From an optimization exercise on the open Yosys and OpenROAD flow, aimed at small area, a short achievable clock period and few clock cycles per item; shortcuts taken in it are not production practice.
Function was checked by simulation only, so behaviour that the tests miss may differ from the original.

**flow/design.v**
```verilog
package rotor_stack_pkg;
  localparam int ALPHA = 26;
  localparam int W     = 5;
  localparam logic [1:0] CFG_WIRE  = 2'd0;
  localparam logic [1:0] CFG_NOTCH = 2'd1;
  localparam logic [1:0] CFG_RING  = 2'd2;
endpackage
module rs_lut (
  input  logic [25:0][4:0] map_i,
  input  logic             loaded_i,
  input  logic             refl_i,     
  input  logic [4:0]       a_i,
  output logic [4:0]       y_o
);
  logic [4:0] t;
  assign t   = map_i[{a_i[4:3], (a_i[4] & a_i[3]) ? 2'b00 : a_i[2:1], a_i[0]}];
  assign y_o = loaded_i ? t : (refl_i ? (a_i ^ 5'd1) : a_i);
endmodule
module rs_cam (
  input  logic [25:0][4:0] map_i,
  input  logic             loaded_i,
  input  logic [4:0]       a_i,
  output logic [4:0]       y_o
);
  logic [4:0] t;
  always_comb begin
    t = '0;
    for (int i = 0; i < 26; i++)
      if (map_i[i] == a_i) t = t | 5'(i);
    y_o = loaded_i ? t : a_i;
  end
endmodule
module rotor_stack #(
  parameter  int NUM_ROTORS = 3,
  parameter  int ALPHA      = 26,
  localparam int W          = $clog2(ALPHA)
) (
  input  logic                    clk,
  input  logic                    reset,
  input  logic                    cfg_we,
  input  logic [3:0]              cfg_sel,
  input  logic [1:0]              cfg_kind,
  input  logic [W-1:0]            cfg_idx,
  input  logic [W-1:0]            cfg_val,
  output logic                    cfg_ready,
  input  logic                    set_in,
  input  logic [NUM_ROTORS*W-1:0] init_pos_in,
  input  logic                    in_valid,
  output logic                    in_ready,
  input  logic [W-1:0]            char_in,
  output logic                    out_valid,
  output logic [W-1:0]            char_out,
  output logic [NUM_ROTORS*W-1:0] pos_out
);
  function automatic logic [4:0] fold(input logic [4:0] v);
    fold = (v >= 5'd26) ? v - 5'd26 : v;
  endfunction
  function automatic logic [4:0] add26(input logic [4:0] a, input logic [4:0] b);
    logic [5:0] s;
    s = {1'b0, a} + {1'b0, b};
    add26 = (s >= 6'd26) ? 5'(s - 6'd26) : s[4:0];
  endfunction
  function automatic logic [4:0] sub26(input logic [4:0] a, input logic [4:0] b);
    sub26 = (a >= b) ? a - b : a + 5'd26 - b;
  endfunction
  function automatic logic [4:0] inc26(input logic [4:0] a);
    inc26 = (a == 5'd25) ? 5'd0 : a + 5'd1;
  endfunction
  logic [2:0][4:0]         pos_q, ring_q, notch_q;
  logic [4:0]              sa0_q;           
  logic [4:0]              s1_q, s2_q;      
  logic [2:0][25:0][4:0]   fwd_q;
  logic [25:0][4:0]        refl_q;
  logic [2:0]              fwd_ld_q;
  logic                    refl_ld_q;
  logic                    wr_q;
  logic [3:0]              wsel_q;
  logic [1:0]              wkind_q;
  logic [4:0]              widx_q, wval_q;
  logic                    set_q;
  logic                    mode_q;          
  logic                    cfg_ready_q;
  logic                    acc;
  logic [8:0]              v_q;             
  logic [4:0]              c0_q;
  logic [4:0]              m1_q, d1_1_q, s0_1_q, s1_1_q, s2_1_q;
  logic [4:0]              m2_q, d2_2_q, s0_2_q, s1_2_q, s2_2_q;
  logic [4:0]              m3_q, s0_3_q, s1_3_q, s2_3_q;
  logic [4:0]              m4_q, s0_4_q, s1_4_q, s2_4_q;
  logic [4:0]              m5_q, d6_5_q, s0_5_q, s1_5_q;
  logic [4:0]              m6_q, d7_6_q, s0_6_q;
  logic [4:0]              m7_q, s0_7_q;
  logic [4:0]              out_q;
  assign acc       = in_valid & mode_q;
  assign in_ready  = mode_q;
  assign cfg_ready = cfg_ready_q;
  assign out_valid = v_q[8];
  assign char_out  = out_q;
  assign pos_out   = pos_q;
  logic       adv1, adv2;
  logic [4:0] s1_st, s2_st, a0, y0;
  assign adv1  = (pos_q[0] == notch_q[0]) || (pos_q[1] == notch_q[1]);
  assign adv2  = (pos_q[1] == notch_q[1]);
  assign s1_st = adv1 ? inc26(s1_q) : s1_q;
  assign s2_st = adv2 ? inc26(s2_q) : s2_q;
  assign a0    = add26(c0_q, sa0_q);
  rs_lut u_f0 (.map_i(fwd_q[0]), .loaded_i(fwd_ld_q[0]), .refl_i(1'b0), .a_i(a0), .y_o(y0));
  logic [4:0] a1, y1, a2, y2, ar, yr, b2, z2, b1, z1, b0, z0;
  assign a1 = add26(m1_q, d1_1_q);
  rs_lut u_f1 (.map_i(fwd_q[1]), .loaded_i(fwd_ld_q[1]), .refl_i(1'b0), .a_i(a1), .y_o(y1));
  assign a2 = add26(m2_q, d2_2_q);
  rs_lut u_f2 (.map_i(fwd_q[2]), .loaded_i(fwd_ld_q[2]), .refl_i(1'b0), .a_i(a2), .y_o(y2));
  assign ar = sub26(m3_q, s2_3_q);
  rs_lut u_rf (.map_i(refl_q), .loaded_i(refl_ld_q), .refl_i(1'b1), .a_i(ar), .y_o(yr));
  assign b2 = add26(m4_q, s2_4_q);
  rs_cam u_b2 (.map_i(fwd_q[2]), .loaded_i(fwd_ld_q[2]), .a_i(b2), .y_o(z2));
  assign b1 = add26(m5_q, d6_5_q);
  rs_cam u_b1 (.map_i(fwd_q[1]), .loaded_i(fwd_ld_q[1]), .a_i(b1), .y_o(z1));
  assign b0 = add26(m6_q, d7_6_q);
  rs_cam u_b0 (.map_i(fwd_q[0]), .loaded_i(fwd_ld_q[0]), .a_i(b0), .y_o(z0));
  always_ff @(posedge clk) begin
    c0_q   <= fold(char_in);
    m1_q   <= y0;  d1_1_q <= sub26(s1_st, sa0_q);
    s0_1_q <= sa0_q; s1_1_q <= s1_st; s2_1_q <= s2_st;
    m2_q   <= y1;  d2_2_q <= sub26(s2_1_q, s1_1_q);
    s0_2_q <= s0_1_q; s1_2_q <= s1_1_q; s2_2_q <= s2_1_q;
    m3_q   <= y2;
    s0_3_q <= s0_2_q; s1_3_q <= s1_2_q; s2_3_q <= s2_2_q;
    m4_q   <= yr;
    s0_4_q <= s0_3_q; s1_4_q <= s1_3_q; s2_4_q <= s2_3_q;
    m5_q   <= z2;  d6_5_q <= sub26(s1_4_q, s2_4_q);
    s0_5_q <= s0_4_q; s1_5_q <= s1_4_q;
    m6_q   <= z1;  d7_6_q <= sub26(s0_5_q, s1_5_q);
    s0_6_q <= s0_5_q;
    m7_q   <= z0;  s0_7_q <= s0_6_q;
    out_q  <= sub26(m7_q, s0_7_q);
    wsel_q  <= cfg_sel;
    wkind_q <= cfg_kind;
    widx_q  <= cfg_idx;
    wval_q  <= cfg_val;
  end
  logic wire_ok;
  assign wire_ok = wr_q && wkind_q == rotor_stack_pkg::CFG_WIRE && widx_q < 5'd26 && wval_q < 5'd26;
  for (genvar i = 0; i < 26; i++) begin : g_tab
    for (genvar k = 0; k < 3; k++) begin : g_rot
      always_ff @(posedge clk)
        if (wire_ok && wsel_q == 4'(k) && widx_q == 5'(i)) fwd_q[k][i] <= wval_q;
    end
    always_ff @(posedge clk)
      if (wire_ok && wsel_q == 4'd3 && widx_q == 5'(i)) refl_q[i] <= wval_q;
  end
  always_ff @(posedge clk) begin
    if (reset) begin
      v_q         <= '0;
      mode_q      <= 1'b0;
      cfg_ready_q <= 1'b1;
      wr_q        <= 1'b0;
      set_q       <= 1'b0;
      fwd_ld_q    <= '0;
      refl_ld_q   <= 1'b0;
      sa0_q       <= 5'd1;
      s1_q        <= '0;
      s2_q        <= '0;
      for (int k = 0; k < 3; k++) begin
        pos_q[k]   <= '0;
        ring_q[k]  <= '0;
        notch_q[k] <= 5'd25;
      end
    end else begin
      v_q   <= {v_q[7:0], acc};
      wr_q  <= cfg_we & cfg_ready_q;
      set_q <= set_in;
      begin
        logic mode_d;
        mode_d = mode_q;
        if (!mode_q) begin
          if (set_in || (in_valid && !(cfg_we && !cfg_ready_q))) mode_d = 1'b1;
        end else begin
          if (cfg_we) mode_d = 1'b0;
        end
        mode_q      <= mode_d;
        cfg_ready_q <= !mode_d && !(acc | v_q[0] | v_q[1] | v_q[2] | v_q[3]);
      end
      if (wr_q && wval_q < 5'd26) begin
        if (wkind_q == rotor_stack_pkg::CFG_WIRE && widx_q < 5'd26) begin
          for (int k = 0; k < 3; k++)
            if (wsel_q == 4'(k)) fwd_ld_q[k] <= 1'b1;
          if (wsel_q == 4'd3) refl_ld_q <= 1'b1;
        end
        for (int k = 0; k < 3; k++) begin
          if (wsel_q == 4'(k) && wkind_q == rotor_stack_pkg::CFG_NOTCH) notch_q[k] <= wval_q;
          if (wsel_q == 4'(k) && wkind_q == rotor_stack_pkg::CFG_RING)  ring_q[k]  <= wval_q;
        end
        if (wsel_q == 4'd0 && wkind_q == rotor_stack_pkg::CFG_RING) sa0_q <= inc26(sub26(pos_q[0], wval_q));
        if (wsel_q == 4'd1 && wkind_q == rotor_stack_pkg::CFG_RING) s1_q  <= sub26(pos_q[1], wval_q);
        if (wsel_q == 4'd2 && wkind_q == rotor_stack_pkg::CFG_RING) s2_q  <= sub26(pos_q[2], wval_q);
      end
      if (set_in) begin
        for (int k = 0; k < 3; k++) pos_q[k] <= fold(init_pos_in[k*5 +: 5]);
      end else if (v_q[0]) begin
        pos_q[0] <= inc26(pos_q[0]);
        if (adv1) pos_q[1] <= inc26(pos_q[1]);
        if (adv2) pos_q[2] <= inc26(pos_q[2]);
      end
      if (set_q) begin
        sa0_q <= inc26(sub26(pos_q[0], ring_q[0]));
        s1_q  <= sub26(pos_q[1], ring_q[1]);
        s2_q  <= sub26(pos_q[2], ring_q[2]);
      end else if (v_q[0]) begin
        sa0_q <= inc26(sa0_q);
        s1_q  <= s1_st;
        s2_q  <= s2_st;
      end
    end
  end
endmodule
```
**flow/run.sh**
```bash
#!/bin/bash
# synth_recipe.tcl (not shown) runs the flow's synth.tcl, then flattens the netlist and writes it again
# the make line also repeats each setting of config.mk as NAME=value (left out here)
make -C /OpenROAD-flow-scripts/flow DESIGN_CONFIG=/design/flow/config.mk WORK_HOME=/design/flow/orfs CLKGATE_MAP_FILE= SYNTH_SCRIPT=/design/flow/synth_recipe.tcl finish
```
**flow/config.mk**
```make
export PLATFORM = sky130hd
export DESIGN_NAME = rotor_stack
export DESIGN_NICKNAME = rotor_stack
export VERILOG_FILES = /design/flow/design.v
export SDC_FILE = /design/flow/constraint.sdc
export NUM_CORES = 4
export LEC_CHECK = 0
export CAP_MARGIN = 20
export CORE_MARGIN = 2
export CORE_UTILIZATION = 25
export PLACE_DENSITY = 0.35
export SLEW_MARGIN = 20
```
**flow/constraint.sdc**
```tcl
create_clock -name core_clock -period 10.0 [get_ports {clk}]
set_input_delay 2.0000 -clock core_clock [delete_from_list [all_inputs] [get_ports {clk}]]
set_output_delay 2.0000 -clock core_clock [all_outputs]
set_load 0.01 [all_outputs]
```
==> summary.txt <==
==> stage by stage <==
stage / std cells / setup slack, ns / hold slack [ns]
4_1_cts: 5968 / 4.391 / 0.3206
6_report: 5970 / 4.428 / 0.3225
3_3_place_gp: 5795 / 4.407 / 0.3098
5_1_grt: 5968 / 4.125 / 0.3284
3_5_place_dp: 5795 / 4.453 / 0.3121
2_1_floorplan: 3663 / 5.079 / 0.3096
==> metal layers <==
| metal | track usage (%) | up-vias | part of all wire, % |
|---|---|---|---|
| met5 | 0 | - | 0.032 |
| met3 | 2.686 | 197 | 4.5 |
| li1 | - | 13544 | - |
| met4 | 6.015 | 8 | 3.2 |
| met1 | 23.17 | 14140 | 46 |
| met2 | 27.51 | 679 | 46 |
==> cells by family after synthesis <==
kind of cell,count (synthesis)
AOI/OAI and AO/OA,756
xor gates and xnor gates,475
adders and majority gates,204
buffers and inverters,345
DFF,753
muxes,229
and+or+nand+nor,901
==> registers in the layout (all words and copies together) (netlist names), 9 cells and up <==
name / flops
ring_q: 15
refl_q: 130
fwd_q: 390
v_q: 9
pos_q: 15
notch_q: 10
==> synth_stat cells, types with 56 or more instances <==
cell type and instances:
nand3_1 86, nor3_1 56, nor2_1 321, mux2i_1 125, a21oi_1 187, inv_1 181
edfxtp_1 520, o21ai_0 149, dfxtp_1 233, xor2_1 185, ha_1 168, xnor2_1 279
mux4_2 58, clkbuf_1 104, nand2_1 210
==> path summary, 6_finish.rpt <==
kind | end | depth (start not counted)
max | m6_q[3] | 13
min | s0_7_q[1] | 0
max reg2reg | m6_q[3] | 13
min reg2reg | s0_7_q[1] | 0
==> worst max-delay path: cells and delay by family (launching register included) <==
kind            cells  cell delay, ns
fa+ha+maj           3            1.43
xor+xnor            1            0.40
simple gates        3            1.04
flops               1            0.36
compound gates      4            1.74
buf+inv             1            0.06
mux                 1            0.35
==> cell type report <==
type	count	area [sq um]
Multi-Input combinational cell	2565	19620
Clock inverter	50	560.5
Antenna cell	2	5.005
Sequential cell	753	20300
Fill cell	16777	115700
Timing Repair Buffer	118	1041
Tap cell	2175	2721
Inverter	184	690.7
Clock buffer	123	2552
==> results by group <==
Outcome
  – Outcome: no timing/DRC/antenna violations

Floorplanning
  – Die width: 410.0 microns
  – Initial core utilization: 25.25%
  – Std cell rows: 148
  – Placeable Area: 0.1631 sq mm
  – Die area: 0.1681 sq mm
  – Die H: 410.0 microns
  – Boundary pin count: 64

Yosys
  – Number of enable flip-flop cells after synthesis: 520
  – Cell Area, Synth: 0.04120 sq mm
  – Adder-cell share of the synthesized area: 6.851%
  – Synthesized instance count: 3663
  – Synth area leaders: edfxtp_1 (38%), dfxtp_1 (11%), xnor2_1 (5.9%)
  – Compound-Gate Fraction of Synth Area: 12.27%
  – Post-synth top flop: edfxtp_1
  – Synth area leader: edfxtp_1
  – Post-Synth XOR/XNOR Area: 10.45%
  – FFs w/ async S/R, synth: 0%
  – Post-synth top area share: 37.90%
  – Register area share after synthesis: 49.22%
  – Largest family of logic cells by synthesized area: compound AO/OA/AOI/OAI gates
  – Synth warn: 2
  – Yosys cell types: 110
  – Simple-gate share of the synthesized area: 10.29%
  – Multiplexer share of the synthesized area: 7.525%
  – Syn avg cell area: 11.25 sq um
  – Synth Register Bits: 753
  – Post-Syn Nets: 3908

Placement
  – Cell Area, Placed: 0.04437 sq mm
  – Hpwl dp: 101.4 mm
  – IO Port Bufs: 63
  – Gp weighted congestion: 0.8021

Timing
  – Period utilization: 55.72%
  – Final Skew: 0.02203 ns
  – Relative slew margins: 24.00%
  – Max Fclk: 179.5 MHz
  – Final Max Tran Viols: 0
  – Setup_tns: 0 ns
  – Finish-stage setup viols: 0
  – RSZ-0062 raised after global routing: no
  – Final hold vios: 0
  – Worst Tran Pin Value: 1.128 ns
  – Fin crit period: 5.572 ns

Worst setup path
  – Crit path kind: reg2reg
  – Crit-path most repeated cell: ha_1
  – Worst r2r src: m5_q[0]
  – Max FO, Critical Path: 20
  – CP Launch Type: register
  – Slowest stage delay, CP: 0.77 ns
  – Flop2flop setup slack: 4.43 ns
  – CP Launch Point: m5_q[0]
  – Critical path's slowest cell: ha_1
  – Critical Path AT: 6.10 ns
  – Crit-path cells: ha_1 -> inv_1 -> fa_1 -> xor2_4 -> ha_1 -> nor2_1 -> a22oi_1 -> o221ai_1 -> mux2i_1 -> nand3_1 -> nor4_1 -> a211oi_1 -> a41oi_1
  – Critical path capture point type: register
  – CP required: 10.52 ns

Hold path
  – Hold Path Origin: s0_6_q[1]
  – Min-Delay Path Class: reg2reg

Final layout
  – Most common cell after layout, fill and taps aside: edfxtp_1
  – Area delta synth->final: 15.26%
  – Most frequent cells in the layout: edfxtp_1 (520), nor2_1 (321), xnor2_1 (275)
  – Final core occ: 29.11%
  – Layout cell share with drive strength beyond 1: 9.412%
  – Fin nets: 3959
  – Final Cell Area: 0.04749 sq mm

GRT
  – Largest net degree at the start of global routing: 73
  – Total global-route track usage: 17.09%
  – First-pass GRT wire length: 210.4 mm
  – Initial antenna violation count: 13
  – Vias in the first global route: 29063
  – Total gr overflow: 0

CTS
  – TritonCTS buffer count: 92
  – CTS tree: built
  – Root buffer selected by CTS: clkbuf_16
  – Hold buffers post-CTS: 0
  – Clock sink count: 753
  – CTS Buffer Depth: 3
  – Setup bufs post-CTS: 0
  – Worst skew pair latency: 0.69 ns
  – Post_cts resized: 0
  – CTS H-tree depth: 3
  – Clk slew on worst S/H paths: 0.06 ns

Drt
  – ANT nets after route: 0
  – 1st-iter DRT viols: 1984
  – Drc violations: 0
  – Routed len/inst: 24.38 microns
  – Routed via count: 28568
  – Drt first pass iters: 7
  – Final WL: 145.5 mm
  – Vias/cell: 4.785

Run
  – Max cap viols: 0
Testbench counts, summed over its fixed seeds: cycles 6,416, items 3,600.

## port drivers added, routing unchanged
No port has a modelled driver above. Below, the same layout with a new extraction and two added sets of constraints. Step 1 (the two cells are an assumption about what drives the block):
set clk [get_ports {clk}]
set_driving_cell -lib_cell sky130_fd_sc_hd__clkbuf_16 $clk
set_driving_cell -lib_cell sky130_fd_sc_hd__buf_2 [delete_from_list [all_inputs] $clk]
Step 2 times the ports against the registers' clock, not the clock port: input delays grow and output delays shrink by t, the midpoint of the rising clock arrivals with the driver on. a / b / c = ideal ports / drivers / drivers and shift; a / b = the first two.
t, ns: 0.762
setup WS [ns]: 4.428 / 4.428 / 4.428
clock arrival spread, ns: 0.026 / 0.026
worst data-port slew with drivers (ns): 0.09
After both steps this run still meets setup and hold. For this run, drivers alone change the setup slack by 0.000 ns; drivers and shift together by 0.000 ns.
